This is an optimization exercise on Yosys and OpenROAD, whose aim is small area, a short achievable clock period and few clock cycles per item, not a production implementation.
Function was checked by simulation only, so behaviour that the tests miss may differ from the original.

--- flow/config.mk ---
export PLATFORM = sky130hd
export DESIGN_NAME = disk_chs_lba_translate
export DESIGN_NICKNAME = disk_chs_lba_translate
export VERILOG_FILES = /design/flow/design.v
export SDC_FILE = /design/flow/constraint.sdc
export NUM_CORES = 4
export LEC_CHECK = 0
export CAP_MARGIN = 20
export CORE_MARGIN = 2
export CORE_UTILIZATION = 60
export SETUP_SLACK_MARGIN = 5
export SLEW_MARGIN = 20
--- flow/constraint.sdc ---
create_clock -name core_clock -period 9.0 [get_ports {clk_i}]
set_input_delay 1.8000 -clock core_clock [delete_from_list [all_inputs] [get_ports {clk_i}]]
set_output_delay 1.8000 -clock core_clock [all_outputs]
set_load 0.01 [all_outputs]
--- flow/design.v ---
module disk_chs_lba_translate (
  input  logic        clk_i,
  input  logic        rst_ni,
  input  logic        in_valid_i,
  output logic        in_ready_o,
  input  logic        in_func_i,
  input  logic [15:0] in_cylinder_i,
  input  logic [7:0]  in_head_i,
  input  logic [7:0]  in_sector_i,
  input  logic [31:0] in_block_i,
  input  logic        in_wide_i,
  output logic        out_valid_o,
  input  logic        out_ready_i,
  output logic [31:0] out_block_o,
  output logic [15:0] out_cylinder_o,
  output logic [7:0]  out_head_o,
  output logic [7:0]  out_sector_o,
  output logic        out_addr_valid_o,
  input  logic        cfg_valid_i,
  output logic        cfg_ready_o,
  input  logic [7:0]  cfg_index_i,
  input  logic [15:0] cfg_value_i
);
  logic [11:0] cyl_cnt_q;
  logic [7:0]  head_cnt_q;
  logic [7:0]  sec_narrow_q;
  logic [7:0]  sec_wide_q;
  logic [15:0] sh_narrow_q;    
  logic [15:0] sh_wide_q;      
  logic [9:0]  s3_narrow_q;    
  logic [9:0]  s3_wide_q;      
  logic        sh_busy_q;
  logic [2:0]  sh_bit_q;
  assign cfg_ready_o = 1'b1;
  always_ff @(posedge clk_i or negedge rst_ni) begin
    if (!rst_ni) begin
      cyl_cnt_q    <= 12'd815;
      head_cnt_q   <= 8'd19;
      sec_narrow_q <= 8'd22;
      sec_wide_q   <= 8'd20;
      s3_narrow_q  <= 10'd66;
      s3_wide_q    <= 10'd60;
    end else if (cfg_valid_i) begin
      case (cfg_index_i)
        8'd0: cyl_cnt_q    <= cfg_value_i[11:0];
        8'd1: head_cnt_q   <= cfg_value_i[7:0];
        8'd2: begin
          sec_narrow_q <= cfg_value_i[7:0];
          s3_narrow_q  <= {2'd0, cfg_value_i[7:0]} + {1'b0, cfg_value_i[7:0], 1'b0};
        end
        8'd3: begin
          sec_wide_q   <= cfg_value_i[7:0];
          s3_wide_q    <= {2'd0, cfg_value_i[7:0]} + {1'b0, cfg_value_i[7:0], 1'b0};
        end
        default: ;
      endcase
    end
  end
  logic sh_start;
  assign sh_start = cfg_valid_i && (cfg_index_i[7:2] == 6'd0) && (cfg_index_i[1:0] != 2'd0);
  always_ff @(posedge clk_i or negedge rst_ni) begin
    if (!rst_ni) begin
      sh_narrow_q <= 16'd418;
      sh_wide_q   <= 16'd380;
      sh_busy_q   <= 1'b0;
      sh_bit_q    <= 3'd7;
    end else if (sh_start) begin
      sh_narrow_q <= '0;
      sh_wide_q   <= '0;
      sh_busy_q   <= 1'b1;
      sh_bit_q    <= 3'd7;
    end else if (sh_busy_q) begin
      sh_narrow_q <= {sh_narrow_q[14:0], 1'b0}
                   + (head_cnt_q[sh_bit_q] ? {8'd0, sec_narrow_q} : 16'd0);
      sh_wide_q   <= {sh_wide_q[14:0], 1'b0}
                   + (head_cnt_q[sh_bit_q] ? {8'd0, sec_wide_q} : 16'd0);
      sh_bit_q    <= sh_bit_q - 3'd1;
      sh_busy_q   <= sh_bit_q != 3'd0;
    end
  end
  function automatic logic [16:0] div_row16(input logic [15:0] r, input logic b,
                                           input logic [15:0] d);
    logic [16:0] t, dd, g, p, bo, df;
    logic g0_1, p0_1, g0_3, p0_3, g0_5, p0_5, g0_7, p0_7;
    logic g0_9, p0_9, g0_11, p0_11, g0_13, p0_13, g0_15, p0_15;
    logic g1_2, p1_2, g1_3, p1_3, g1_6, p1_6, g1_7, p1_7;
    logic g1_10, p1_10, g1_11, p1_11, g1_14, p1_14, g1_15, p1_15;
    logic g2_4, p2_4, g2_5, p2_5, g2_6, p2_6, g2_7, p2_7;
    logic g2_12, p2_12, g2_13, p2_13, g2_14, p2_14, g2_15, p2_15;
    logic g3_8, p3_8, g3_9, p3_9, g3_10, p3_10, g3_11, p3_11;
    logic g3_12, p3_12, g3_13, p3_13, g3_14, p3_14, g3_15, p3_15;
    logic g4_16, p4_16;
    t  = {r, b};
    dd = {1'b0, d};
    g  = ~t & dd;        
    p  = ~(t ^ dd);      
    g0_1 = g[1] | (p[1] & g[0]);
    p0_1 = p[1] & p[0];
    g0_3 = g[3] | (p[3] & g[2]);
    p0_3 = p[3] & p[2];
    g0_5 = g[5] | (p[5] & g[4]);
    p0_5 = p[5] & p[4];
    g0_7 = g[7] | (p[7] & g[6]);
    p0_7 = p[7] & p[6];
    g0_9 = g[9] | (p[9] & g[8]);
    p0_9 = p[9] & p[8];
    g0_11 = g[11] | (p[11] & g[10]);
    p0_11 = p[11] & p[10];
    g0_13 = g[13] | (p[13] & g[12]);
    p0_13 = p[13] & p[12];
    g0_15 = g[15] | (p[15] & g[14]);
    p0_15 = p[15] & p[14];
    g1_2 = g[2] | (p[2] & g0_1);
    p1_2 = p[2] & p0_1;
    g1_3 = g0_3 | (p0_3 & g0_1);
    p1_3 = p0_3 & p0_1;
    g1_6 = g[6] | (p[6] & g0_5);
    p1_6 = p[6] & p0_5;
    g1_7 = g0_7 | (p0_7 & g0_5);
    p1_7 = p0_7 & p0_5;
    g1_10 = g[10] | (p[10] & g0_9);
    p1_10 = p[10] & p0_9;
    g1_11 = g0_11 | (p0_11 & g0_9);
    p1_11 = p0_11 & p0_9;
    g1_14 = g[14] | (p[14] & g0_13);
    p1_14 = p[14] & p0_13;
    g1_15 = g0_15 | (p0_15 & g0_13);
    p1_15 = p0_15 & p0_13;
    g2_4 = g[4] | (p[4] & g1_3);
    p2_4 = p[4] & p1_3;
    g2_5 = g0_5 | (p0_5 & g1_3);
    p2_5 = p0_5 & p1_3;
    g2_6 = g1_6 | (p1_6 & g1_3);
    p2_6 = p1_6 & p1_3;
    g2_7 = g1_7 | (p1_7 & g1_3);
    p2_7 = p1_7 & p1_3;
    g2_12 = g[12] | (p[12] & g1_11);
    p2_12 = p[12] & p1_11;
    g2_13 = g0_13 | (p0_13 & g1_11);
    p2_13 = p0_13 & p1_11;
    g2_14 = g1_14 | (p1_14 & g1_11);
    p2_14 = p1_14 & p1_11;
    g2_15 = g1_15 | (p1_15 & g1_11);
    p2_15 = p1_15 & p1_11;
    g3_8 = g[8] | (p[8] & g2_7);
    p3_8 = p[8] & p2_7;
    g3_9 = g0_9 | (p0_9 & g2_7);
    p3_9 = p0_9 & p2_7;
    g3_10 = g1_10 | (p1_10 & g2_7);
    p3_10 = p1_10 & p2_7;
    g3_11 = g1_11 | (p1_11 & g2_7);
    p3_11 = p1_11 & p2_7;
    g3_12 = g2_12 | (p2_12 & g2_7);
    p3_12 = p2_12 & p2_7;
    g3_13 = g2_13 | (p2_13 & g2_7);
    p3_13 = p2_13 & p2_7;
    g3_14 = g2_14 | (p2_14 & g2_7);
    p3_14 = p2_14 & p2_7;
    g3_15 = g2_15 | (p2_15 & g2_7);
    p3_15 = p2_15 & p2_7;
    g4_16 = g[16] | (p[16] & g3_15);
    p4_16 = p[16] & p3_15;
    bo[0] = g[0];
    bo[1] = g0_1;
    bo[2] = g1_2;
    bo[3] = g1_3;
    bo[4] = g2_4;
    bo[5] = g2_5;
    bo[6] = g2_6;
    bo[7] = g2_7;
    bo[8] = g3_8;
    bo[9] = g3_9;
    bo[10] = g3_10;
    bo[11] = g3_11;
    bo[12] = g3_12;
    bo[13] = g3_13;
    bo[14] = g3_14;
    bo[15] = g3_15;
    bo[16] = g4_16;
    df[0] = t[0] ^ dd[0];
    for (int i = 1; i <= 16; i++) df[i] = t[i] ^ dd[i] ^ bo[i-1];
    div_row16 = bo[16] ? {1'b0, t[15:0]} : {1'b1, df[15:0]};
  endfunction
  function automatic logic [8:0] cmpsub10(input logic [9:0] t, input logic [9:0] d);
    logic [9:0] g, p, bo, df;
    logic g0_1, p0_1, g0_3, p0_3, g0_5, p0_5, g0_7, p0_7;
    logic g0_9, p0_9, g1_2, p1_2, g1_3, p1_3, g1_6, p1_6;
    logic g1_7, p1_7, g2_4, p2_4, g2_5, p2_5, g2_6, p2_6;
    logic g2_7, p2_7, g3_8, p3_8, g3_9, p3_9;
    g = ~t & d;
    p = ~(t ^ d);
    g0_1 = g[1] | (p[1] & g[0]);
    p0_1 = p[1] & p[0];
    g0_3 = g[3] | (p[3] & g[2]);
    p0_3 = p[3] & p[2];
    g0_5 = g[5] | (p[5] & g[4]);
    p0_5 = p[5] & p[4];
    g0_7 = g[7] | (p[7] & g[6]);
    p0_7 = p[7] & p[6];
    g0_9 = g[9] | (p[9] & g[8]);
    p0_9 = p[9] & p[8];
    g1_2 = g[2] | (p[2] & g0_1);
    p1_2 = p[2] & p0_1;
    g1_3 = g0_3 | (p0_3 & g0_1);
    p1_3 = p0_3 & p0_1;
    g1_6 = g[6] | (p[6] & g0_5);
    p1_6 = p[6] & p0_5;
    g1_7 = g0_7 | (p0_7 & g0_5);
    p1_7 = p0_7 & p0_5;
    g2_4 = g[4] | (p[4] & g1_3);
    p2_4 = p[4] & p1_3;
    g2_5 = g0_5 | (p0_5 & g1_3);
    p2_5 = p0_5 & p1_3;
    g2_6 = g1_6 | (p1_6 & g1_3);
    p2_6 = p1_6 & p1_3;
    g2_7 = g1_7 | (p1_7 & g1_3);
    p2_7 = p1_7 & p1_3;
    g3_8 = g[8] | (p[8] & g2_7);
    p3_8 = p[8] & p2_7;
    g3_9 = g0_9 | (p0_9 & g2_7);
    p3_9 = p0_9 & p2_7;
    bo[0] = g[0];
    bo[1] = g0_1;
    bo[2] = g1_2;
    bo[3] = g1_3;
    bo[4] = g2_4;
    bo[5] = g2_5;
    bo[6] = g2_6;
    bo[7] = g2_7;
    bo[8] = g3_8;
    bo[9] = g3_9;
    df[0] = t[0] ^ d[0];
    for (int i = 1; i < 10; i++) df[i] = t[i] ^ d[i] ^ bo[i-1];
    cmpsub10 = {~bo[9], df[7:0]};
  endfunction
  function automatic logic [9:0] div_row8r4(input logic [7:0] r, input logic [1:0] b,
                                            input logic [7:0] d, input logic [9:0] d3);
    logic [9:0] t;
    logic [8:0] c1, c2, c3;
    t  = {r, b};
    c1 = cmpsub10(t, {2'd0, d});
    c2 = cmpsub10(t, {1'b0, d, 1'b0});
    c3 = cmpsub10(t, d3);
    if (c3[8])      div_row8r4 = {2'd3, c3[7:0]};
    else if (c2[8]) div_row8r4 = {2'd2, c2[7:0]};
    else if (c1[8]) div_row8r4 = {2'd1, c1[7:0]};
    else            div_row8r4 = {2'd0, t[7:0]};
  endfunction
  logic [15:0] vld_q;
  logic       en;
  logic       skid_full_q;
  logic       out_vld_q;
  logic       en_out;
  assign en          = ~skid_full_q;
  assign en_out      = ~out_vld_q | out_ready_i;
  assign in_ready_o  = en & ~sh_busy_q;
  assign out_valid_o = out_vld_q;
  always_ff @(posedge clk_i or negedge rst_ni) begin
    if (!rst_ni) begin
      vld_q       <= '0;
      skid_full_q <= 1'b0;
      out_vld_q   <= 1'b0;
    end else begin
      if (en) begin
        vld_q <= {vld_q[14:0], in_valid_i & ~sh_busy_q};
      end
      if (skid_full_q) begin
        skid_full_q <= ~en_out;
      end else begin
        skid_full_q <= vld_q[15] & ~en_out;
      end
      if (en_out) begin
        out_vld_q <= skid_full_q | vld_q[15];
      end
    end
  end
  logic        func_in, wide_in, bad_in;
  logic [27:0] w_in;
  always_comb begin
    func_in = in_func_i;
    wide_in = in_wide_i;
    if (in_func_i) begin
      bad_in = in_wide_i ? (in_block_i[31:12] >= {4'd0, sh_wide_q})
                         : (in_block_i[31:12] >= {4'd0, sh_narrow_q});
      w_in   = in_block_i[27:0];
    end else begin
      bad_in = !((in_cylinder_i < {4'd0, cyl_cnt_q}) && (in_head_i < head_cnt_q)
                 && (in_wide_i ? (in_sector_i < sec_wide_q) : (in_sector_i < sec_narrow_q)));
      w_in   = {in_cylinder_i[11:0], in_head_i, in_sector_i};
    end
  end
  logic        func_c0, wide_c0, bad_c0;
  logic [27:0] w_c0;
  always_comb begin
    logic [7:0]  s_k;
    logic [15:0] sh_k;
    logic [27:0] v, f;
    logic [16:0] d16;
    logic [9:0]  d8;
    logic [9:0]  s3_k;
    func_c0 = func_in;
    wide_c0 = wide_in;
    bad_c0  = bad_in;
    s_k  = wide_in ? sec_wide_q : sec_narrow_q;
    sh_k = wide_in ? sh_wide_q : sh_narrow_q;
    s3_k = wide_in ? s3_wide_q : s3_narrow_q;
    v    = w_in;
    f    = '0;
    d16  = '0;
    d8   = '0;
    w_c0 = v;
  end
  logic        func_q0, wide_q0, bad_q0;
  logic [27:0] w_q0;
  always_ff @(posedge clk_i) begin
    if (en) begin
      func_q0 <= func_c0;
      wide_q0 <= wide_c0;
      bad_q0  <= bad_c0;
      w_q0    <= w_c0;
    end
  end
  logic        func_c1, wide_c1, bad_c1;
  logic [27:0] w_c1;
  always_comb begin
    logic [7:0]  s_k;
    logic [15:0] sh_k;
    logic [27:0] v, f;
    logic [16:0] d16;
    logic [9:0]  d8;
    logic [9:0]  s3_k;
    func_c1 = func_q0;
    wide_c1 = wide_q0;
    bad_c1  = bad_q0;
    s_k  = wide_q0 ? sec_wide_q : sec_narrow_q;
    sh_k = wide_q0 ? sh_wide_q : sh_narrow_q;
    s3_k = wide_q0 ? s3_wide_q : s3_narrow_q;
    v    = w_q0;
    f    = '0;
    d16  = '0;
    d8   = '0;
    d16 = div_row16(v[27:12], v[11], sh_k);
    v   = {(d16[16] && func_q0) ? d16[15:0] : v[26:11], v[10:0], func_q0 ? d16[16] : v[27]};
    w_c1 = v;
  end
  logic        func_q1, wide_q1, bad_q1;
  logic [27:0] w_q1;
  always_ff @(posedge clk_i) begin
    if (en) begin
      func_q1 <= func_c1;
      wide_q1 <= wide_c1;
      bad_q1  <= bad_c1;
      w_q1    <= w_c1;
    end
  end
  logic        func_c2, wide_c2, bad_c2;
  logic [27:0] w_c2;
  always_comb begin
    logic [7:0]  s_k;
    logic [15:0] sh_k;
    logic [27:0] v, f;
    logic [16:0] d16;
    logic [9:0]  d8;
    logic [9:0]  s3_k;
    func_c2 = func_q1;
    wide_c2 = wide_q1;
    bad_c2  = bad_q1;
    s_k  = wide_q1 ? sec_wide_q : sec_narrow_q;
    sh_k = wide_q1 ? sh_wide_q : sh_narrow_q;
    s3_k = wide_q1 ? s3_wide_q : s3_narrow_q;
    v    = w_q1;
    f    = '0;
    d16  = '0;
    d8   = '0;
    d16 = div_row16(v[27:12], v[11], sh_k);
    v   = {(d16[16] && func_q1) ? d16[15:0] : v[26:11], v[10:0], func_q1 ? d16[16] : v[27]};
    if (!func_q1) begin
      f = {w_q1[0], w_q1[27], w_q1[26], w_q1[25], w_q1[24], w_q1[23], w_q1[22], w_q1[21], w_q1[20], w_q1[19], w_q1[18], w_q1[17], w_q1[16], w_q1[15], w_q1[14], w_q1[13], w_q1[12], w_q1[11], w_q1[10], w_q1[9], w_q1[8], w_q1[7], w_q1[6], w_q1[5], w_q1[4], w_q1[3], w_q1[2], w_q1[1]};
      f = {f[27:10], 10'(f[8+:2] * s_k) + 10'(f[7:0])};
      v = {f[25], f[24], f[23], f[22], f[21], f[20], f[19], f[18], f[17], f[16], f[15], f[14], f[13], f[12], f[11], f[10], f[9], f[8], f[7], f[6], f[5], f[4], f[3], f[2], f[1], f[0], f[27], f[26]};
    end
    w_c2 = v;
  end
  logic        func_q2, wide_q2, bad_q2;
  logic [27:0] w_q2;
  always_ff @(posedge clk_i) begin
    if (en) begin
      func_q2 <= func_c2;
      wide_q2 <= wide_c2;
      bad_q2  <= bad_c2;
      w_q2    <= w_c2;
    end
  end
  logic        func_c3, wide_c3, bad_c3;
  logic [27:0] w_c3;
  always_comb begin
    logic [7:0]  s_k;
    logic [15:0] sh_k;
    logic [27:0] v, f;
    logic [16:0] d16;
    logic [9:0]  d8;
    logic [9:0]  s3_k;
    func_c3 = func_q2;
    wide_c3 = wide_q2;
    bad_c3  = bad_q2;
    s_k  = wide_q2 ? sec_wide_q : sec_narrow_q;
    sh_k = wide_q2 ? sh_wide_q : sh_narrow_q;
    s3_k = wide_q2 ? s3_wide_q : s3_narrow_q;
    v    = w_q2;
    f    = '0;
    d16  = '0;
    d8   = '0;
    d16 = div_row16(v[27:12], v[11], sh_k);
    v   = {(d16[16] && func_q2) ? d16[15:0] : v[26:11], v[10:0], func_q2 ? d16[16] : v[27]};
    if (!func_q2) begin
      f = {w_q2[1], w_q2[0], w_q2[27], w_q2[26], w_q2[25], w_q2[24], w_q2[23], w_q2[22], w_q2[21], w_q2[20], w_q2[19], w_q2[18], w_q2[17], w_q2[16], w_q2[15], w_q2[14], w_q2[13], w_q2[12], w_q2[11], w_q2[10], w_q2[9], w_q2[8], w_q2[7], w_q2[6], w_q2[5], w_q2[4], w_q2[3], w_q2[2]};
      f = {f[27:12], 10'(f[10+:2] * s_k) + 10'(f[9:2]), f[1:0]};
      v = {f[24], f[23], f[22], f[21], f[20], f[19], f[18], f[17], f[16], f[15], f[14], f[13], f[12], f[11], f[10], f[9], f[8], f[7], f[6], f[5], f[4], f[3], f[2], f[1], f[0], f[27], f[26], f[25]};
    end
    w_c3 = v;
  end
  logic        func_q3, wide_q3, bad_q3;
  logic [27:0] w_q3;
  always_ff @(posedge clk_i) begin
    if (en) begin
      func_q3 <= func_c3;
      wide_q3 <= wide_c3;
      bad_q3  <= bad_c3;
      w_q3    <= w_c3;
    end
  end
  logic        func_c4, wide_c4, bad_c4;
  logic [27:0] w_c4;
  always_comb begin
    logic [7:0]  s_k;
    logic [15:0] sh_k;
    logic [27:0] v, f;
    logic [16:0] d16;
    logic [9:0]  d8;
    logic [9:0]  s3_k;
    func_c4 = func_q3;
    wide_c4 = wide_q3;
    bad_c4  = bad_q3;
    s_k  = wide_q3 ? sec_wide_q : sec_narrow_q;
    sh_k = wide_q3 ? sh_wide_q : sh_narrow_q;
    s3_k = wide_q3 ? s3_wide_q : s3_narrow_q;
    v    = w_q3;
    f    = '0;
    d16  = '0;
    d8   = '0;
    d16 = div_row16(v[27:12], v[11], sh_k);
    v   = {(d16[16] && func_q3) ? d16[15:0] : v[26:11], v[10:0], func_q3 ? d16[16] : v[27]};
    if (!func_q3) begin
      f = {w_q3[2], w_q3[1], w_q3[0], w_q3[27], w_q3[26], w_q3[25], w_q3[24], w_q3[23], w_q3[22], w_q3[21], w_q3[20], w_q3[19], w_q3[18], w_q3[17], w_q3[16], w_q3[15], w_q3[14], w_q3[13], w_q3[12], w_q3[11], w_q3[10], w_q3[9], w_q3[8], w_q3[7], w_q3[6], w_q3[5], w_q3[4], w_q3[3]};
      f = {f[27:14], 10'(f[12+:2] * s_k) + 10'(f[11:4]), f[3:0]};
      v = {f[23], f[22], f[21], f[20], f[19], f[18], f[17], f[16], f[15], f[14], f[13], f[12], f[11], f[10], f[9], f[8], f[7], f[6], f[5], f[4], f[3], f[2], f[1], f[0], f[27], f[26], f[25], f[24]};
    end
    w_c4 = v;
  end
  logic        func_q4, wide_q4, bad_q4;
  logic [27:0] w_q4;
  always_ff @(posedge clk_i) begin
    if (en) begin
      func_q4 <= func_c4;
      wide_q4 <= wide_c4;
      bad_q4  <= bad_c4;
      w_q4    <= w_c4;
    end
  end
  logic        func_c5, wide_c5, bad_c5;
  logic [27:0] w_c5;
  always_comb begin
    logic [7:0]  s_k;
    logic [15:0] sh_k;
    logic [27:0] v, f;
    logic [16:0] d16;
    logic [9:0]  d8;
    logic [9:0]  s3_k;
    func_c5 = func_q4;
    wide_c5 = wide_q4;
    bad_c5  = bad_q4;
    s_k  = wide_q4 ? sec_wide_q : sec_narrow_q;
    sh_k = wide_q4 ? sh_wide_q : sh_narrow_q;
    s3_k = wide_q4 ? s3_wide_q : s3_narrow_q;
    v    = w_q4;
    f    = '0;
    d16  = '0;
    d8   = '0;
    d16 = div_row16(v[27:12], v[11], sh_k);
    v   = {(d16[16] && func_q4) ? d16[15:0] : v[26:11], v[10:0], func_q4 ? d16[16] : v[27]};
    if (!func_q4) begin
      f = {w_q4[3], w_q4[2], w_q4[1], w_q4[0], w_q4[27], w_q4[26], w_q4[25], w_q4[24], w_q4[23], w_q4[22], w_q4[21], w_q4[20], w_q4[19], w_q4[18], w_q4[17], w_q4[16], w_q4[15], w_q4[14], w_q4[13], w_q4[12], w_q4[11], w_q4[10], w_q4[9], w_q4[8], w_q4[7], w_q4[6], w_q4[5], w_q4[4]};
      f = {f[27:16], 10'(f[14+:2] * s_k) + 10'(f[13:6]), f[5:0]};
      v = {f[22], f[21], f[20], f[19], f[18], f[17], f[16], f[15], f[14], f[13], f[12], f[11], f[10], f[9], f[8], f[7], f[6], f[5], f[4], f[3], f[2], f[1], f[0], f[27], f[26], f[25], f[24], f[23]};
    end
    w_c5 = v;
  end
  logic        func_q5, wide_q5, bad_q5;
  logic [27:0] w_q5;
  always_ff @(posedge clk_i) begin
    if (en) begin
      func_q5 <= func_c5;
      wide_q5 <= wide_c5;
      bad_q5  <= bad_c5;
      w_q5    <= w_c5;
    end
  end
  logic        func_c6, wide_c6, bad_c6;
  logic [27:0] w_c6;
  always_comb begin
    logic [7:0]  s_k;
    logic [15:0] sh_k;
    logic [27:0] v, f;
    logic [16:0] d16;
    logic [9:0]  d8;
    logic [9:0]  s3_k;
    func_c6 = func_q5;
    wide_c6 = wide_q5;
    bad_c6  = bad_q5;
    s_k  = wide_q5 ? sec_wide_q : sec_narrow_q;
    sh_k = wide_q5 ? sh_wide_q : sh_narrow_q;
    s3_k = wide_q5 ? s3_wide_q : s3_narrow_q;
    v    = w_q5;
    f    = '0;
    d16  = '0;
    d8   = '0;
    d16 = div_row16(v[27:12], v[11], sh_k);
    v   = {(d16[16] && func_q5) ? d16[15:0] : v[26:11], v[10:0], func_q5 ? d16[16] : v[27]};
    if (!func_q5) begin
      f = {w_q5[4], w_q5[3], w_q5[2], w_q5[1], w_q5[0], w_q5[27], w_q5[26], w_q5[25], w_q5[24], w_q5[23], w_q5[22], w_q5[21], w_q5[20], w_q5[19], w_q5[18], w_q5[17], w_q5[16], w_q5[15], w_q5[14], w_q5[13], w_q5[12], w_q5[11], w_q5[10], w_q5[9], w_q5[8], w_q5[7], w_q5[6], w_q5[5]};
      f = {f[27:18], 18'(f[16+:2] * sh_k) + 18'(f[15:0])};
      v = {f[21], f[20], f[19], f[18], f[17], f[16], f[15], f[14], f[13], f[12], f[11], f[10], f[9], f[8], f[7], f[6], f[5], f[4], f[3], f[2], f[1], f[0], f[27], f[26], f[25], f[24], f[23], f[22]};
    end
    w_c6 = v;
  end
  logic        func_q6, wide_q6, bad_q6;
  logic [27:0] w_q6;
  always_ff @(posedge clk_i) begin
    if (en) begin
      func_q6 <= func_c6;
      wide_q6 <= wide_c6;
      bad_q6  <= bad_c6;
      w_q6    <= w_c6;
    end
  end
  logic        func_c7, wide_c7, bad_c7;
  logic [27:0] w_c7;
  always_comb begin
    logic [7:0]  s_k;
    logic [15:0] sh_k;
    logic [27:0] v, f;
    logic [16:0] d16;
    logic [9:0]  d8;
    logic [9:0]  s3_k;
    func_c7 = func_q6;
    wide_c7 = wide_q6;
    bad_c7  = bad_q6;
    s_k  = wide_q6 ? sec_wide_q : sec_narrow_q;
    sh_k = wide_q6 ? sh_wide_q : sh_narrow_q;
    s3_k = wide_q6 ? s3_wide_q : s3_narrow_q;
    v    = w_q6;
    f    = '0;
    d16  = '0;
    d8   = '0;
    d16 = div_row16(v[27:12], v[11], sh_k);
    v   = {(d16[16] && func_q6) ? d16[15:0] : v[26:11], v[10:0], func_q6 ? d16[16] : v[27]};
    if (!func_q6) begin
      f = {w_q6[5], w_q6[4], w_q6[3], w_q6[2], w_q6[1], w_q6[0], w_q6[27], w_q6[26], w_q6[25], w_q6[24], w_q6[23], w_q6[22], w_q6[21], w_q6[20], w_q6[19], w_q6[18], w_q6[17], w_q6[16], w_q6[15], w_q6[14], w_q6[13], w_q6[12], w_q6[11], w_q6[10], w_q6[9], w_q6[8], w_q6[7], w_q6[6]};
      f = {f[27:20], 18'(f[18+:2] * sh_k) + 18'(f[17:2]), f[1:0]};
      v = {f[20], f[19], f[18], f[17], f[16], f[15], f[14], f[13], f[12], f[11], f[10], f[9], f[8], f[7], f[6], f[5], f[4], f[3], f[2], f[1], f[0], f[27], f[26], f[25], f[24], f[23], f[22], f[21]};
    end
    w_c7 = v;
  end
  logic        func_q7, wide_q7, bad_q7;
  logic [27:0] w_q7;
  always_ff @(posedge clk_i) begin
    if (en) begin
      func_q7 <= func_c7;
      wide_q7 <= wide_c7;
      bad_q7  <= bad_c7;
      w_q7    <= w_c7;
    end
  end
  logic        func_c8, wide_c8, bad_c8;
  logic [27:0] w_c8;
  always_comb begin
    logic [7:0]  s_k;
    logic [15:0] sh_k;
    logic [27:0] v, f;
    logic [16:0] d16;
    logic [9:0]  d8;
    logic [9:0]  s3_k;
    func_c8 = func_q7;
    wide_c8 = wide_q7;
    bad_c8  = bad_q7;
    s_k  = wide_q7 ? sec_wide_q : sec_narrow_q;
    sh_k = wide_q7 ? sh_wide_q : sh_narrow_q;
    s3_k = wide_q7 ? s3_wide_q : s3_narrow_q;
    v    = w_q7;
    f    = '0;
    d16  = '0;
    d8   = '0;
    d16 = div_row16(v[27:12], v[11], sh_k);
    v   = {(d16[16] && func_q7) ? d16[15:0] : v[26:11], v[10:0], func_q7 ? d16[16] : v[27]};
    if (!func_q7) begin
      f = {w_q7[6], w_q7[5], w_q7[4], w_q7[3], w_q7[2], w_q7[1], w_q7[0], w_q7[27], w_q7[26], w_q7[25], w_q7[24], w_q7[23], w_q7[22], w_q7[21], w_q7[20], w_q7[19], w_q7[18], w_q7[17], w_q7[16], w_q7[15], w_q7[14], w_q7[13], w_q7[12], w_q7[11], w_q7[10], w_q7[9], w_q7[8], w_q7[7]};
      f = {f[27:22], 18'(f[20+:2] * sh_k) + 18'(f[19:4]), f[3:0]};
      v = {f[19], f[18], f[17], f[16], f[15], f[14], f[13], f[12], f[11], f[10], f[9], f[8], f[7], f[6], f[5], f[4], f[3], f[2], f[1], f[0], f[27], f[26], f[25], f[24], f[23], f[22], f[21], f[20]};
    end
    w_c8 = v;
  end
  logic        func_q8, wide_q8, bad_q8;
  logic [27:0] w_q8;
  always_ff @(posedge clk_i) begin
    if (en) begin
      func_q8 <= func_c8;
      wide_q8 <= wide_c8;
      bad_q8  <= bad_c8;
      w_q8    <= w_c8;
    end
  end
  logic        func_c9, wide_c9, bad_c9;
  logic [27:0] w_c9;
  always_comb begin
    logic [7:0]  s_k;
    logic [15:0] sh_k;
    logic [27:0] v, f;
    logic [16:0] d16;
    logic [9:0]  d8;
    logic [9:0]  s3_k;
    func_c9 = func_q8;
    wide_c9 = wide_q8;
    bad_c9  = bad_q8;
    s_k  = wide_q8 ? sec_wide_q : sec_narrow_q;
    sh_k = wide_q8 ? sh_wide_q : sh_narrow_q;
    s3_k = wide_q8 ? s3_wide_q : s3_narrow_q;
    v    = w_q8;
    f    = '0;
    d16  = '0;
    d8   = '0;
    d16 = div_row16(v[27:12], v[11], sh_k);
    v   = {(d16[16] && func_q8) ? d16[15:0] : v[26:11], v[10:0], func_q8 ? d16[16] : v[27]};
    if (!func_q8) begin
      f = {w_q8[7], w_q8[6], w_q8[5], w_q8[4], w_q8[3], w_q8[2], w_q8[1], w_q8[0], w_q8[27], w_q8[26], w_q8[25], w_q8[24], w_q8[23], w_q8[22], w_q8[21], w_q8[20], w_q8[19], w_q8[18], w_q8[17], w_q8[16], w_q8[15], w_q8[14], w_q8[13], w_q8[12], w_q8[11], w_q8[10], w_q8[9], w_q8[8]};
      f = {f[27:24], 18'(f[22+:2] * sh_k) + 18'(f[21:6]), f[5:0]};
      v = {f[18], f[17], f[16], f[15], f[14], f[13], f[12], f[11], f[10], f[9], f[8], f[7], f[6], f[5], f[4], f[3], f[2], f[1], f[0], f[27], f[26], f[25], f[24], f[23], f[22], f[21], f[20], f[19]};
    end
    w_c9 = v;
  end
  logic        func_q9, wide_q9, bad_q9;
  logic [27:0] w_q9;
  always_ff @(posedge clk_i) begin
    if (en) begin
      func_q9 <= func_c9;
      wide_q9 <= wide_c9;
      bad_q9  <= bad_c9;
      w_q9    <= w_c9;
    end
  end
  logic        func_c10, wide_c10, bad_c10;
  logic [27:0] w_c10;
  always_comb begin
    logic [7:0]  s_k;
    logic [15:0] sh_k;
    logic [27:0] v, f;
    logic [16:0] d16;
    logic [9:0]  d8;
    logic [9:0]  s3_k;
    func_c10 = func_q9;
    wide_c10 = wide_q9;
    bad_c10  = bad_q9;
    s_k  = wide_q9 ? sec_wide_q : sec_narrow_q;
    sh_k = wide_q9 ? sh_wide_q : sh_narrow_q;
    s3_k = wide_q9 ? s3_wide_q : s3_narrow_q;
    v    = w_q9;
    f    = '0;
    d16  = '0;
    d8   = '0;
    d16 = div_row16(v[27:12], v[11], sh_k);
    v   = {(d16[16] && func_q9) ? d16[15:0] : v[26:11], v[10:0], func_q9 ? d16[16] : v[27]};
    if (!func_q9) begin
      f = {w_q9[8], w_q9[7], w_q9[6], w_q9[5], w_q9[4], w_q9[3], w_q9[2], w_q9[1], w_q9[0], w_q9[27], w_q9[26], w_q9[25], w_q9[24], w_q9[23], w_q9[22], w_q9[21], w_q9[20], w_q9[19], w_q9[18], w_q9[17], w_q9[16], w_q9[15], w_q9[14], w_q9[13], w_q9[12], w_q9[11], w_q9[10], w_q9[9]};
      f = {f[27:26], 18'(f[24+:2] * sh_k) + 18'(f[23:8]), f[7:0]};
      v = {f[17], f[16], f[15], f[14], f[13], f[12], f[11], f[10], f[9], f[8], f[7], f[6], f[5], f[4], f[3], f[2], f[1], f[0], f[27], f[26], f[25], f[24], f[23], f[22], f[21], f[20], f[19], f[18]};
    end
    w_c10 = v;
  end
  logic        func_q10, wide_q10, bad_q10;
  logic [27:0] w_q10;
  always_ff @(posedge clk_i) begin
    if (en) begin
      func_q10 <= func_c10;
      wide_q10 <= wide_c10;
      bad_q10  <= bad_c10;
      w_q10    <= w_c10;
    end
  end
  logic        func_c11, wide_c11, bad_c11;
  logic [27:0] w_c11;
  always_comb begin
    logic [7:0]  s_k;
    logic [15:0] sh_k;
    logic [27:0] v, f;
    logic [16:0] d16;
    logic [9:0]  d8;
    logic [9:0]  s3_k;
    func_c11 = func_q10;
    wide_c11 = wide_q10;
    bad_c11  = bad_q10;
    s_k  = wide_q10 ? sec_wide_q : sec_narrow_q;
    sh_k = wide_q10 ? sh_wide_q : sh_narrow_q;
    s3_k = wide_q10 ? s3_wide_q : s3_narrow_q;
    v    = w_q10;
    f    = '0;
    d16  = '0;
    d8   = '0;
    d16 = div_row16(v[27:12], v[11], sh_k);
    v   = {(d16[16] && func_q10) ? d16[15:0] : v[26:11], v[10:0], func_q10 ? d16[16] : v[27]};
    if (!func_q10) begin
      f = {w_q10[9], w_q10[8], w_q10[7], w_q10[6], w_q10[5], w_q10[4], w_q10[3], w_q10[2], w_q10[1], w_q10[0], w_q10[27], w_q10[26], w_q10[25], w_q10[24], w_q10[23], w_q10[22], w_q10[21], w_q10[20], w_q10[19], w_q10[18], w_q10[17], w_q10[16], w_q10[15], w_q10[14], w_q10[13], w_q10[12], w_q10[11], w_q10[10]};
      f = {18'(f[26+:2] * sh_k) + 18'(f[25:10]), f[9:0]};
      v = {f[16], f[15], f[14], f[13], f[12], f[11], f[10], f[9], f[8], f[7], f[6], f[5], f[4], f[3], f[2], f[1], f[0], f[27], f[26], f[25], f[24], f[23], f[22], f[21], f[20], f[19], f[18], f[17]};
    end
    w_c11 = v;
  end
  logic        func_q11, wide_q11, bad_q11;
  logic [27:0] w_q11;
  always_ff @(posedge clk_i) begin
    if (en) begin
      func_q11 <= func_c11;
      wide_q11 <= wide_c11;
      bad_q11  <= bad_c11;
      w_q11    <= w_c11;
    end
  end
  logic        func_c12, wide_c12, bad_c12;
  logic [27:0] w_c12;
  always_comb begin
    logic [7:0]  s_k;
    logic [15:0] sh_k;
    logic [27:0] v, f;
    logic [16:0] d16;
    logic [9:0]  d8;
    logic [9:0]  s3_k;
    func_c12 = func_q11;
    wide_c12 = wide_q11;
    bad_c12  = bad_q11;
    s_k  = wide_q11 ? sec_wide_q : sec_narrow_q;
    sh_k = wide_q11 ? sh_wide_q : sh_narrow_q;
    s3_k = wide_q11 ? s3_wide_q : s3_narrow_q;
    v    = w_q11;
    f    = '0;
    d16  = '0;
    d8   = '0;
    d16 = div_row16(v[27:12], v[11], sh_k);
    v   = {(d16[16] && func_q11) ? d16[15:0] : v[26:11], v[10:0], func_q11 ? d16[16] : v[27]};
    w_c12 = v;
  end
  logic        func_q12, wide_q12, bad_q12;
  logic [27:0] w_q12;
  always_ff @(posedge clk_i) begin
    if (en) begin
      func_q12 <= func_c12;
      wide_q12 <= wide_c12;
      bad_q12  <= bad_c12;
      w_q12    <= w_c12;
    end
  end
  logic        func_c13, wide_c13, bad_c13;
  logic [27:0] w_c13;
  always_comb begin
    logic [7:0]  s_k;
    logic [15:0] sh_k;
    logic [27:0] v, f;
    logic [16:0] d16;
    logic [9:0]  d8;
    logic [9:0]  s3_k;
    func_c13 = func_q12;
    wide_c13 = wide_q12;
    bad_c13  = bad_q12;
    s_k  = wide_q12 ? sec_wide_q : sec_narrow_q;
    sh_k = wide_q12 ? sh_wide_q : sh_narrow_q;
    s3_k = wide_q12 ? s3_wide_q : s3_narrow_q;
    v    = w_q12;
    f    = '0;
    d16  = '0;
    d8   = '0;
    bad_c13 = bad_q12 | (func_q12 && !(v[11:0] < cyl_cnt_q));
    v   = {v[11:0], v[27:12]};
    d8  = div_row8r4(v[15:8], v[7:6], s_k, s3_k);
    v   = {v[27:16], (d8[9:8] != 2'd0 && func_q12) ? d8[7:0] : v[13:6], v[5:0], func_q12 ? d8[9:8] : v[15:14]};
    w_c13 = v;
  end
  logic        func_q13, wide_q13, bad_q13;
  logic [27:0] w_q13;
  always_ff @(posedge clk_i) begin
    if (en) begin
      func_q13 <= func_c13;
      wide_q13 <= wide_c13;
      bad_q13  <= bad_c13;
      w_q13    <= w_c13;
    end
  end
  logic        func_c14, wide_c14, bad_c14;
  logic [27:0] w_c14;
  always_comb begin
    logic [7:0]  s_k;
    logic [15:0] sh_k;
    logic [27:0] v, f;
    logic [16:0] d16;
    logic [9:0]  d8;
    logic [9:0]  s3_k;
    func_c14 = func_q13;
    wide_c14 = wide_q13;
    bad_c14  = bad_q13;
    s_k  = wide_q13 ? sec_wide_q : sec_narrow_q;
    sh_k = wide_q13 ? sh_wide_q : sh_narrow_q;
    s3_k = wide_q13 ? s3_wide_q : s3_narrow_q;
    v    = w_q13;
    f    = '0;
    d16  = '0;
    d8   = '0;
    d8  = div_row8r4(v[15:8], v[7:6], s_k, s3_k);
    v   = {v[27:16], (d8[9:8] != 2'd0 && func_q13) ? d8[7:0] : v[13:6], v[5:0], func_q13 ? d8[9:8] : v[15:14]};
    w_c14 = v;
  end
  logic        func_q14, wide_q14, bad_q14;
  logic [27:0] w_q14;
  always_ff @(posedge clk_i) begin
    if (en) begin
      func_q14 <= func_c14;
      wide_q14 <= wide_c14;
      bad_q14  <= bad_c14;
      w_q14    <= w_c14;
    end
  end
  logic        func_c15, wide_c15, bad_c15;
  logic [27:0] w_c15;
  always_comb begin
    logic [7:0]  s_k;
    logic [15:0] sh_k;
    logic [27:0] v, f;
    logic [16:0] d16;
    logic [9:0]  d8;
    logic [9:0]  s3_k;
    func_c15 = func_q14;
    wide_c15 = wide_q14;
    bad_c15  = bad_q14;
    s_k  = wide_q14 ? sec_wide_q : sec_narrow_q;
    sh_k = wide_q14 ? sh_wide_q : sh_narrow_q;
    s3_k = wide_q14 ? s3_wide_q : s3_narrow_q;
    v    = w_q14;
    f    = '0;
    d16  = '0;
    d8   = '0;
    d8  = div_row8r4(v[15:8], v[7:6], s_k, s3_k);
    v   = {v[27:16], (d8[9:8] != 2'd0 && func_q14) ? d8[7:0] : v[13:6], v[5:0], func_q14 ? d8[9:8] : v[15:14]};
    w_c15 = v;
  end
  logic        func_q15, wide_q15, bad_q15;
  logic [27:0] w_q15;
  always_ff @(posedge clk_i) begin
    if (en) begin
      func_q15 <= func_c15;
      wide_q15 <= wide_c15;
      bad_q15  <= bad_c15;
      w_q15    <= w_c15;
    end
  end
  logic        func_e, wide_e, bad_e;
  logic [27:0] w_e;
  always_comb begin
    logic [7:0]  s_k;
    logic [15:0] sh_k;
    logic [27:0] v, f;
    logic [16:0] d16;
    logic [9:0]  d8;
    logic [9:0]  s3_k;
    func_e = func_q15;
    wide_e = wide_q15;
    bad_e  = bad_q15;
    s_k  = wide_q15 ? sec_wide_q : sec_narrow_q;
    sh_k = wide_q15 ? sh_wide_q : sh_narrow_q;
    s3_k = wide_q15 ? s3_wide_q : s3_narrow_q;
    v    = w_q15;
    f    = '0;
    d16  = '0;
    d8   = '0;
    d8  = div_row8r4(v[15:8], v[7:6], s_k, s3_k);
    v   = {v[27:16], (d8[9:8] != 2'd0 && func_q15) ? d8[7:0] : v[13:6], v[5:0], func_q15 ? d8[9:8] : v[15:14]};
    w_e = v;
  end
  logic        skid_func_q, skid_bad_q;
  logic [27:0] skid_w_q;
  logic        func_o, ok_o;
  logic [27:0] w_o;
  logic [27:0] blk_o;
  always_ff @(posedge clk_i) begin
    if (!skid_full_q) begin
      skid_func_q <= func_e;
      skid_bad_q  <= bad_e;
      skid_w_q    <= w_e;
    end
  end
  assign func_o = skid_full_q ? skid_func_q : func_e;
  assign ok_o   = !(skid_full_q ? skid_bad_q : bad_e);
  assign w_o    = skid_full_q ? skid_w_q : w_e;
  assign blk_o  = {w_o[27], w_o[26], w_o[25], w_o[24], w_o[23], w_o[22], w_o[21], w_o[20], w_o[19], w_o[18], w_o[17], w_o[16], w_o[7], w_o[6], w_o[5], w_o[4], w_o[3], w_o[2], w_o[1], w_o[0], w_o[15], w_o[14], w_o[13], w_o[12], w_o[11], w_o[10], w_o[9], w_o[8]};
  always_ff @(posedge clk_i) begin
    if (en_out) begin
      out_block_o      <= '0;
      out_cylinder_o   <= '0;
      out_head_o       <= '0;
      out_sector_o     <= '0;
      out_addr_valid_o <= ok_o;
      if (!func_o) begin
        out_block_o <= ok_o ? {4'd0, blk_o} : '1;
      end else if (ok_o) begin
        out_cylinder_o <= {4'd0, w_o[27:16]};
        out_head_o     <= w_o[7:0];
        out_sector_o   <= w_o[15:8];
      end else begin
        out_cylinder_o <= '1;
        out_head_o     <= '1;
        out_sector_o   <= '1;
      end
    end
  end
endmodule
--- flow/run.sh ---
#!/bin/bash
# synth_recipe.tcl (not shown) runs the flow's synth.tcl, then flattens the netlist and writes it again
# the make line also repeats each setting of config.mk as NAME=value (left out here)
make -C /OpenROAD-flow-scripts/flow DESIGN_CONFIG=/design/flow/config.mk WORK_HOME=/design/flow/orfs CLKGATE_MAP_FILE= SYNTH_SCRIPT=/design/flow/synth_recipe.tcl finish
==> results of run 1 <==
[what timing repair did]
item,CTS,global route
pin swaps,41,88
buffers inserted,72,51
setup endpoints to repair,281,224
gates resized for setup,194,190
gates cloned,2,8
endpoints found under the hold margin,0,0
[registers in the layout, indices dropped and copies added, names as in the netlist, 28 cells and up]
register and cells:
w_q12 28, w_q14 28, skid_w_q 28, w_q11 28
w_q5 28, w_q0 28, w_q8 28, out_block_o 29
w_q3 28, w_q2 28, w_q10 28, w_q15 28
w_q9 28, w_q7 28, w_q13 28, w_q1 28
w_q6 28, w_q4 28
[cells in the final DEF (no fill, tap or decap), types with 60 or more instances in the layout]
cell               n
inv_1            694
nand2_1          691
edfxtp_1         555
ha_1             500
o21ai_0          416
nor2_1           294
a21oi_1          271
fa_1             202
mux2_2           167
xnor2_1          164
buf_4            159
clkdlybuf4s50_1  155
a21o_1           113
xor2_1           111
clkbuf_16         84
mux2i_1           77
o21ai_1           72
dfrtp_1           69
nor3_1            68
nand3_1           60
[worst max path at each step]
stage,start,to,cells past startpoint
after floorplan,sh_narrow_q[1],w_q11[10],15
after global placement,wide_q10,w_q11[20],12
after detailed placement,wide_q10,w_q11[20],12
after CTS,wide_q10,w_q11[20],12
after global routing,sh_narrow_q[1],w_q6[17],17
final,sh_narrow_q[1],w_q11[10],16
[area by class of cell]
| type | instances | area [um^2] |
|---|---|---|
| tap | 1165 | 1460 |
| antenna | 4 | 10.0 |
| inverter | 710 | 2710 |
| sequential | 693 | 20000 |
| timing repair buffer | 356 | 3430 |
| multi-input combinational | 3978 | 31500 |
| fill | 6900 | 26700 |
| clock inverter | 54 | 762 |
| clock buffer | 95 | 2090 |
[through the flow]
step / cells / hold slack, ps / setup WS (ps)
after CTS: 6992 / 385 / 4950
final: 7055 / 386 / 5050
after detailed placement: 6769 / 405 / 3660
after global routing: 7051 / 391 / 4880
after floorplan: 5615 / 400 / 5040
after global placement: 6769 / 401 / 3660
[kinds of logic (layout without fill, tap and decap cells)]
kind of cell | Yosys count | after routing | synth area share [%]
compound gates | 1355 | 1359 | 15.6
simple gates | 1359 | 1360 | 11.0
fa+ha+maj | 726 | 726 | 19.8
buf+inv | 949 | 1215 | 6.76
flops | 693 | 693 | 37.2
other cells | 1 | 5 | 0.00696
xor+xnor | 276 | 276 | 4.49
mux | 256 | 256 | 5.21
[layer usage]
| metal | vias up | share of wire, % | wire (um) | track usage (%) |
|---|---|---|---|---|
| met5 | - | 0.069 | 103 | 0 |
| met4 | 16 | 4.0 | 6020 | 11.8 |
| met3 | 301 | 7.5 | 11200 | 5.90 |
| met2 | 1399 | 46 | 68000 | 51.4 |
| met1 | 20100 | 43 | 63600 | 43.6 |
| li1 | 19900 | - | - | - |
==> summary.txt, run 1 <==
reg-to-reg endpoint -> w_q11[10]
Final Wtd Congestion -> 0.919
Hold Fails Final Rpt -> 0
Worst slew margin -> 28.9%
top-count cell post-synth -> inv_1
deepest clock path buffer count -> 3
die height -> 304 um
initial antenna violation count -> 12
Detailed Place HPWL -> 104000 um
Clk pin slew, worst setup/hold paths -> 60 ps
R2R Path Start -> sh_narrow_q[1]
CTS tree -> built
RSZ-0062 raised after global routing -> yes
largest net degree at the start of global routing -> 161
standard-cell rows -> 109
ANT nets after route -> 0
Yosys top cell area share -> 31.0%
yosys warns -> 1
Syn Nets -> 6436
H-Tree Depth -> 3
asr flop ratio synth -> 15.6%
synth-to-layout area growth -> 15.1%
CTS root buf -> clkbuf_16
CP delay by family, top -> compound AO/OA/AOI/OAI gates
synthesized flop and latch total -> 693
fin area -> 62000 um^2
grt total ovfl -> 0
WS Path Type -> reg2reg
final setup TNS -> 0 ps
first-pass GRT wire length -> 226000 um
R2R setup slack -> 5050 ps
slowest CP cell -> dfstp_2
hold_buf cts -> 0
status -> timing/DRC/antenna clean
mapped cell area -> 53800 um^2
post-DR wirelength/cell -> 21.1 um
io pins -> 163
critical path's largest stage delay -> 560 ps
Worst Max-Slew Pin Slew -> 1070 ps
Post-synth top flop -> edfxtp_1
Distinct cells, synth -> 98
Max FO, Critical Path -> 7
Hold WC Path Type -> reg2reg
pins over their slew limit -> 0
Post-synth EDFFs -> 555
via count -> 41700
Max-Cap Viols -> 0
register area share after synthesis -> 37.2%
fin nets -> 6640
list of most frequent post-synthesis cells -> inv_1 (701), nand2_1 (697), edfxtp_1 (555)
Post-Syn Area per Cell -> 9.59 um^2
# DRC -> 0
crit path time final -> 3950 ps
Die Area -> 92200 um^2
fraction of final layout cells sized beyond drive strength 1 -> 13.3%
CP bufs+invs -> 2
FF-to-FF path depth -> 16
skew final -> 60.6 ps
Critical Path RT -> 9440 ps
WHS Endpoint -> w_q1[9]
largest cells by area after synthesis -> edfxtp_1 (31%), ha_1 (12%), fa_1 (7.8%)
CP Capture Type -> register
clock latency on the worst-skew pair -> 700 ps
fin crit share -> 43.9%
CTS buffer count -> 80
FMAX -> 253 MHz
critical hold path startpoint -> w_q0[8]
fin util -> 69.9%
Worst Setup Start Kind -> register
TritonCTS Sinks -> 693
final wirelength -> 149000 um
crit path DAT -> 4390 ps
IO buf count -> 157
drt pass-1 iters -> 6
vias per cell -> 5.91
Starting Density -> 60.7%
Synth area leader -> edfxtp_1
Starting DRT DRC Count -> 3196
gr usage total -> 32.1%
hold path cells -> 0
area post-placement -> 56500 um^2
core area -> 88600 um^2
die width -> 304 um
Synth Instances -> 5615
CP Cell Sequence -> clkinvlp_4, buf_12, o21ai_4, and2_4, fa_1, ha_4, fa_2, a21o_1, a21oi_2, o2111a_1, o21ai_2, o21ai_2, a21oi_2, a21o_1, a2111oi_4, nor2_1
vias in the first global route -> 39600
# setup viols final -> 0
Testbench counts, summed over its fixed seeds: cycles 12,182, items 12,000.
==> run 2, diff against run 1 <==
--- a/flow/config.mk
+++ b/flow/config.mk
@@ -5,6 +5,7 @@
 export SDC_FILE = /design/flow/constraint.sdc
 export NUM_CORES = 4
 export LEC_CHECK = 0
+export ABC_AREA = 1
 export CAP_MARGIN = 20
 export CORE_MARGIN = 2
 export CORE_UTILIZATION = 60
==> summary.txt, run 2 <==
Layout fillers -> 7797
largest cells by area after synthesis -> edfxtp_1 (30%), nand2_1 (12%), ha_1 (12%)
via count -> 47600
critical path's largest stage delay -> 880 ps
fin util -> 67.3%
leading cell type in the layout, fill and taps excluded -> nand2_1
Hold Fails Final Rpt -> 0
critical hold path startpoint -> w_q11[4]
synth-to-layout area growth -> 11.2%
asr flop ratio synth -> 15.6%
Post-synth EDFFs -> 555
FMAX -> 257 MHz
WS Path Type -> reg2reg
Worst Max-Slew Pin Slew -> 1200 ps
first-pass GRT wire length -> 252000 um
top-count cell post-synth -> nand2_1
die height -> 308 um
non-filler cells, final -> 8310
final wirelength -> 167000 um
slowest CP cell -> inv_1
register area -> 20000 um^2
io pins -> 163
status -> timing/DRC/antenna clean
Worst slew margin -> 19.9%
Critical Path RT -> 9400 ps
gr usage total -> 34.9%
Placed Cells incl. Taps -> 8087
Hold WC Path Type -> reg2reg
Post-synth top flop -> edfxtp_1
list of most frequent post-synthesis cells -> nand2_1 (1836), inv_1 (1047), o21ai_0 (622)
Worst Setup Start Kind -> register
Synth area leader -> edfxtp_1
vias in the first global route -> 44200
Top cell by count, worst path -> o21ai_0
# DRC -> 0
largest net degree at the start of global routing -> 120
Most flops, register -> out_block_o
Die Area -> 95000 um^2
ANT nets after route -> 0
crit path time final -> 3890 ps
RSZ-0062 raised after global routing -> yes
skew final -> 56.9 ps
mapped cell area -> 55500 um^2
Max-Cap Viols -> 0
Max FO, Critical Path -> 15
fraction of final layout cells sized beyond drive strength 1 -> 6.72%
CTS root buf -> clkbuf_16
synthesized flop and latch total -> 693
crit path launch -> sh_narrow_q[14]
CTS tree -> built
post-DR wirelength/cell -> 20.0 um
clock latency on the worst-skew pair -> 700 ps
# setup viols final -> 0
Starting DRT DRC Count -> 4381
drt pass-1 iters -> 8
core area -> 91700 um^2
pins over their slew limit -> 0
CP Cell Sequence -> inv_1, o21ai_0, nand2_1, fa_1, inv_1, ha_1, a21oi_1, o21ai_0, a21oi_1, nand2_1, or2_2, nand3_1, o21ai_0
vias per cell -> 5.72
max FFs per register -> 29
fin nets -> 7878
CTS buffer count -> 79
crit path DAT -> 4290 ps
Synth Instances -> 6910
Final Wtd Congestion -> 0.982
standard-cell rows -> 111
footprint of the multi-input gates -> 30700 um^2
H-Tree Depth -> 3
IO buf count -> 157
Syn Nets -> 7731
CP delay by family, top -> buffers and inverters
Distinct cells, synth -> 67
R2R Path Start -> sh_narrow_q[14]
final setup TNS -> 0 ps
register area share after synthesis -> 36.1%
initial antenna violation count -> 2
grt total ovfl -> 0
TritonCTS Sinks -> 693
Yosys top cell area share -> 30.0%
CP bufs+invs -> 2
yosys warns -> 1
deepest clock path buffer count -> 3
Detailed Place HPWL -> 124000 um
die width -> 308 um
Starting Density -> 60.6%
fin crit share -> 43.2%
Clk pin slew, worst setup/hold paths -> 70 ps
commonest cells after routing, fill and taps aside -> nand2_1 (1832), inv_1 (1030), o21ai_0 (574)
Post-Syn Area per Cell -> 8.03 um^2
CP Capture Type -> register
[run 2: changes by cell type in the layout (fill, tap and decap cells not counted), sizes merged, moves of 109 or more]
cell | before | now
inv | 709 | 1050
nand3 | 61 | 368
o21ai | 548 | 688
mux2 | 173 | 0
nor2 | 296 | 405
nand2 | 697 | 1871
[run 2: path summary, 6_finish.rpt]
check	end	slack [ps]	depth (start not counted)
hold / removal	w_q12[5]	410	0
min in group asynchronous	s3_narrow_q[4]	1250	1
setup reg to reg	w_q6[22]	5110	13
hold reg to reg	w_q12[5]	410	0
max in group asynchronous	skid_full_q	6560	2
setup / recovery	w_q6[22]	5110	13
[run 2: cell type report]
type / count / share of cell area (%)
multi-input combinational: 4940 / 49.7
sequential: 693 / 32.5
inverter: 1068 / 6.60
timing repair buffer: 275 / 4.17
clock buffer: 94 / 3.36
tap: 1186 / 2.40
clock inverter: 53 / 1.27
antenna: 1 / 0.00406
[run 2: what timing repair did]
item / in CTS / in global routing
setup buffers: 19 / 56
hold buffers: 0 / 0
endpoints found under the setup margin: 94 / 142
gates resized for setup: 47 / 71
[run 2: worst reg2reg max path, cell delays in order, from the launching register on]
cell and delay, ps:
dfrtp_1 400, inv_1 880, o21ai_0 410, nand2_1 180, fa_1 430, inv_1 80, ha_1 280, a21oi_1 170
o21ai_0 100, a21oi_1 110, nand2_1 100, or2_2 280, nand3_1 70, o21ai_0 120
[run 2: logic make-up after synthesis]
kind of cell	after synthesis	synth area share, %
AND/OR/NAND/NOR	2779	20.6
buffers and inverters	1277	8.92
AO/OA/AOI/OAI	1273	12.7
adder cells (fa/ha/maj)	726	19.2
flip-flops	693	36.1
XOR/XNOR	161	2.54
other	1	0.00676
[run 2: per-layer routing]
metal	global-route usage, %	share of wire [%]	wire length, um	up-vias
met2	57.0	46	76600	1943
met5	0	0.0072	12	-
li1	-	-	-	22900
met4	16.9	5.3	8910	2
met1	45.7	40	67400	22300
met3	5.19	8.2	13600	422
[run 2: stage by stage]
| stage | worst slack [ps] | instance area [um^2] | hold slack, ps |
|---|---|---|---|
| finish | 5110 | 61700 | 408 |
| floorplan | 5340 | 55500 | 400 |
| CTS | 4930 | 61100 | 413 |
| detailed placement | 4220 | 57900 | 405 |
| global route | 4970 | 61700 | 419 |
| global placement | 4260 | 57900 | 400 |
==> run 3, diff against run 2 <==
--- a/flow/config.mk
+++ b/flow/config.mk
@@ -8,6 +8,7 @@
 export ABC_AREA = 1
 export CAP_MARGIN = 20
 export CORE_MARGIN = 2
-export CORE_UTILIZATION = 60
+export CORE_UTILIZATION = 40
+export PLACE_DENSITY = 0.75
 export SETUP_SLACK_MARGIN = 5
 export SLEW_MARGIN = 20
==> summary.txt, run 3 <==
RSZ-0062 raised after global routing -> yes
CP delay by family, top -> buffers and inverters
Hold WC Path Type -> reg2reg
TritonCTS Sinks -> 693
post-DR wirelength/cell -> 18.5 um
max FFs per register -> 29
Die Area -> 142000 um^2
crit path DAT -> 2090 ps
critical path's largest stage delay -> 570 ps
via count -> 48200
vias per cell -> 5.40
# DRC -> 0
non-filler cells, final -> 8914
WS Path Type -> reg2out
top-count cell post-synth -> nand2_1
final setup TNS -> 0 ps
Distinct cells, synth -> 67
Post-Syn Area per Cell -> 8.03 um^2
register area share after synthesis -> 36.1%
slowest CP cell -> clkdlybuf4s50_1
die width -> 377 um
Placed Cells incl. Taps -> 8695
Synth area leader -> edfxtp_1
CTS buffer count -> 78
FMAX -> 257 MHz
mapped cell area -> 55500 um^2
Worst Max-Slew Pin Slew -> 996 ps
CTS tree -> built
Max FO, Critical Path -> 49
leading cell type in the layout, fill and taps excluded -> nand2_1
first-pass GRT wire length -> 253000 um
commonest cells after routing, fill and taps aside -> nand2_1 (1831), inv_1 (1036), o21ai_0 (570)
gr usage total -> 22.8%
Final Wtd Congestion -> 0.959
fin crit share -> 43.2%
synthesized flop and latch total -> 693
largest net degree at the start of global routing -> 153
Syn Nets -> 7731
yosys warns -> 1
final wirelength -> 165000 um
M2 GR Usage -> 36.5%
GRT busiest layer -> met2
initial antenna violation count -> 20
list of most frequent post-synthesis cells -> nand2_1 (1836), inv_1 (1047), o21ai_0 (622)
largest cells by area after synthesis -> edfxtp_1 (30%), nand2_1 (12%), ha_1 (12%)
fraction of final layout cells sized beyond drive strength 1 -> 6.56%
clock latency on the worst-skew pair -> 690 ps
CP Cell Sequence -> buf_6, nor2_2, clkdlybuf4s50_1
IO buf count -> 157
Starting DRT DRC Count -> 5217
drt pass-1 iters -> 8
Starting Density -> 40.3%
fin nets -> 7872
Worst slew margin -> 33.5%
status -> timing/DRC/antenna clean
skew final -> 33.1 ps
CP bufs+invs -> 2
grt met3 use -> 4.18%
Clk pin slew, worst setup/hold paths -> 70 ps
Max-Cap Viols -> 0
vias in the first global route -> 45600
ANT nets after route -> 0
# setup viols final -> 0
Most flops, register -> out_block_o
Post-synth top flop -> edfxtp_1
core area -> 138000 um^2
Hold Fails Final Rpt -> 0
crit path time final -> 3890 ps
standard-cell rows -> 136
asr flop ratio synth -> 15.6%
GR Layer Usage met1 -> 30.7%
Detailed Place HPWL -> 122000 um
CTS root buf -> clkbuf_16
Synth Instances -> 6910
io pins -> 163
pins over their slew limit -> 0
synth-to-layout area growth -> 12.3%
Yosys top cell area share -> 30.0%
Worst Setup Start Kind -> register
Post-synth EDFFs -> 555
CP Capture Type -> output port
H-Tree Depth -> 3
Critical Path RT -> 7200 ps
die height -> 377 um
deepest clock path buffer count -> 3
grt total ovfl -> 0
run 3: cell counts after synthesis:
No cell type changed its count.
run 3: stage by stage:
stage | cell area, um^2 | worst slack, ps | util, % | hold WS [ps]
floorplan | 55500 | 5340 | - | 400
global placement | 58700 | 4300 | 42.7 | 400
detailed placement | 58700 | 4180 | 42.7 | 405
CTS | 61800 | 4980 | 44.9 | 411
global route | 62300 | 4880 | 45.3 | 421
finish | 62300 | 5110 | 45.3 | 411
run 3: cell type report:
class / count / area (um^2)
fill: 13000 / 75300
multi-input combinational: 4940 / 30700
sequential: 693 / 20000
inverter: 1068 / 4070
timing repair buffer: 270 / 2510
tap: 1794 / 2240
clock buffer: 99 / 2180
clock inverter: 45 / 631
antenna: 5 / 12.5
run 3: final timing paths:
path	from	end	slack, ps	depth (start not counted)
setup / recovery	skid_full_q	in_ready_o	5110	3
min in group asynchronous	rst_ni	s3_wide_q[1]	1170	1
setup reg to reg	sh_wide_q[3]	w_q6[22]	5120	17
hold reg to reg	w_q5[1]	w_q6[2]	410	0
hold / removal	w_q5[1]	w_q6[2]	410	0
max in group asynchronous	rst_ni	sh_wide_q[0]	6470	2
run 3: cells by family (layout without fill, tap and decap cells):
group / count (synthesis) / in the layout / share of synthesized area (%)
buffers and inverters: 1277 / 1482 / 8.92
xor gates and xnor gates: 161 / 161 / 2.54
AOI/OAI and AO/OA: 1273 / 1273 / 12.7
and+or+nand+nor: 2779 / 2779 / 20.6
other: 1 / 6 / 0.00676
DFF: 693 / 693 / 36.1
adders and majority gates: 726 / 726 / 19.2
run 3: timing repair:
item | CTS | global route
setup buffers | 16 | 54
pin swaps | 0 | 6
hold buffers | 0 | 0
endpoints found under the setup margin | 86 | 118
gates resized for setup | 37 | 78
gates cloned | 0 | 0
run 3: metal layers:
| layer | part of all wire [%] | vias to the layer above |
|---|---|---|
| li1 | - | 22900 |
| met1 | 41 | 22600 |
| met2 | 45 | 2187 |
| met3 | 10 | 405 |
| met4 | 4.1 | 24 |
| met5 | 0.11 | - |
==> run 4, diff against run 3 <==
--- a/flow/config.mk
+++ b/flow/config.mk
@@ -9,6 +9,6 @@
 export CAP_MARGIN = 20
 export CORE_MARGIN = 2
 export CORE_UTILIZATION = 40
-export PLACE_DENSITY = 0.75
+export GPL_ROUTABILITY_DRIVEN = 0
 export SETUP_SLACK_MARGIN = 5
 export SLEW_MARGIN = 20
==> summary.txt, run 4 <==
# setup viols final -> 0
Die Area -> 142000 um^2
synthesized flop and latch total -> 693
core area -> 138000 um^2
io pins -> 163
via count -> 46900
clock latency on the worst-skew pair -> 720 ps
# DRC -> 0
CTS root buf -> clkbuf_16
max FFs per register -> 29
reg-to-reg endpoint -> w_q6[22]
top-count cell post-synth -> nand2_1
CTS buffer count -> 81
skew final -> 50.7 ps
largest net degree at the start of global routing -> 171
final wirelength -> 167000 um
CP Capture Type -> register
final setup TNS -> 0 ps
register area share after synthesis -> 36.1%
Detailed Place HPWL -> 124000 um
Worst slew margin -> 28.0%
hold path cells -> 0
list of most frequent post-synthesis cells -> nand2_1 (1836), inv_1 (1047), o21ai_0 (622)
Post-synth top flop -> edfxtp_1
RSZ-0062 raised after global routing -> yes
die width -> 377 um
die height -> 377 um
Most flops, register -> out_block_o
fin util -> 45.4%
vias per cell -> 5.26
grt total ovfl -> 0
commonest cells after routing, fill and taps aside -> nand2_1 (1833), inv_1 (1030), o21ai_0 (567)
R2R Path Start -> sh_narrow_q[5]
R2R setup slack -> 5130 ps
deepest clock path buffer count -> 3
Starting DRT DRC Count -> 3955
TritonCTS Sinks -> 693
synth-to-layout area growth -> 12.7%
crit path time final -> 3870 ps
hold_buf cts -> 0
mapped cell area -> 55500 um^2
drt pass-1 iters -> 6
Critical Path RT -> 9420 ps
IO buf count -> 157
initial antenna violation count -> 4
FMAX -> 258 MHz
vias in the first global route -> 43900
Post-Syn Area per Cell -> 8.03 um^2
FF-to-FF path depth -> 15
Post-synth EDFFs -> 555
fin nets -> 7875
fin crit share -> 43.0%
Worst Setup Start Kind -> register
fin area -> 62500 um^2
asr flop ratio synth -> 15.6%
ANT nets after route -> 0
status -> timing/DRC/antenna clean
Max-Cap Viols -> 0
WHS Endpoint -> w_q14[5]
crit path DAT -> 4290 ps
fraction of final layout cells sized beyond drive strength 1 -> 6.91%
gr usage total -> 23.2%
Yosys top cell area share -> 30.0%
Clk pin slew, worst setup/hold paths -> 60 ps
Synth area leader -> edfxtp_1
post-DR wirelength/cell -> 18.7 um
critical hold path startpoint -> w_q13[3]
Hold WC Path Type -> reg2reg
[run 4: cell counts after synthesis]
Identical to the previous run, type by type.
[run 4: metrics by stage]
| stage | setup WS [ps] | hold WS [ps] |
|---|---|---|
| 2_1_floorplan | 5340 | 400 |
| 5_1_grt | 4860 | 396 |
| 4_1_cts | 4920 | 378 |
| 3_3_place_gp | 4090 | 401 |
| 6_report | 5130 | 381 |
| 3_5_place_dp | 4020 | 405 |
[run 4: how the worst max path moves through the flow]
stage,start,to,slack [ps],cells past startpoint
6_report,sh_narrow_q[5],w_q6[22],5130,15
5_1_grt,sh_narrow_q[1],w_q8[23],4860,20
4_1_cts,sh_wide_q[4],w_q10[1],4920,17
3_5_place_dp,cfg_index_i[5],sh_wide_q[12],4020,9
3_3_place_gp,cfg_index_i[5],sh_wide_q[14],4090,9
2_1_floorplan,skid_full_q,bad_q0,5340,3
[run 4: what timing repair did]
action	in CTS	in global routing
endpoints found under the setup margin	128	170
cloned	1	0
setup buffers	20	47
resized for setup	44	86
[run 4: cell type report]
cell class | instances | area, um^2
sequential | 693 | 20100
timing repair buffer | 269 | 2530
antenna | 4 | 10.0
inverter | 1068 | 4080
clock buffer | 112 | 2420
timing repair inverter | 1 | 7.51
multi-input combinational | 4940 | 30700
tap | 1794 | 2240
fill | 13400 | 75100
clock inverter | 40 | 533
[run 4: worst max-delay path: stages (launching register included)]
cell and delay [ps]:
dfstp_2 630, clkinvlp_4 240, buf_12 190, o21ai_2 200, nand2_1 110, fa_1 530, inv_1 50, ha_1 330
a21o_1 190, a21oi_2 240, o21ai_0 230, nand3_1 120, nand2_1 70, or2_2 270, nand3_1 110, o21ai_0 110
[run 4: layer usage]
metal	vias up	GRT usage [%]	wire [um]
met1	22100	32.1	73900
met4	2	7.71	5810
met5	-	0	6
met3	284	3.97	13400
li1	22900	-	-
met2	1641	36.9	73600
[run 4: logic make-up (layout without fill, tap and decap cells)]
group / count (synthesis) / in the layout / synth area share, %
and+or+nand+nor: 2779 / 2779 / 20.6
buffers and inverters: 1277 / 1490 / 8.92
AOI/OAI and AO/OA: 1273 / 1273 / 12.7
adders and majority gates: 726 / 726 / 19.2
DFF: 693 / 693 / 36.1
xor gates and xnor gates: 161 / 161 / 2.54
other: 1 / 5 / 0.00676

-- re-timing with driven ports --
How much do the figures lean on ideal ports? The routed layouts below were timed once more, with nothing changed but the port constraints. Step 1 (the two cells are an assumption about what drives the block):
set clk [get_ports {clk_i}]
set_driving_cell -lib_cell sky130_fd_sc_hd__clkbuf_16 $clk
set_driving_cell -lib_cell sky130_fd_sc_hd__buf_2 [delete_from_list [all_inputs] $clk]
Step 2 adds t to the input delays and takes it off the output delays; t is the mean of the earliest and latest rising clock arrival at the registers after step 1. Input paths then give back, and output paths get back, about the clock's delay inside the block. Three values: no drivers, after step 1, after step 2; two values: the first two.
run	shift t [ns]	setup slack, ns	worst slew at a driven data input, ns
run 1	0.734	5.051 / 5.037 / 4.393	0.19
run 2	0.744	5.111 / 5.111 / 4.593	0.09
run 3	0.749	5.114 / 5.037 / 4.470	0.19
run 4	0.770	5.129 / 5.062 / 4.440	0.08
After both steps setup and hold are still met in every run listed. The setup slack of run 4, which loses most, moves by -0.067 ns with the drivers and by -0.689 ns with both steps.
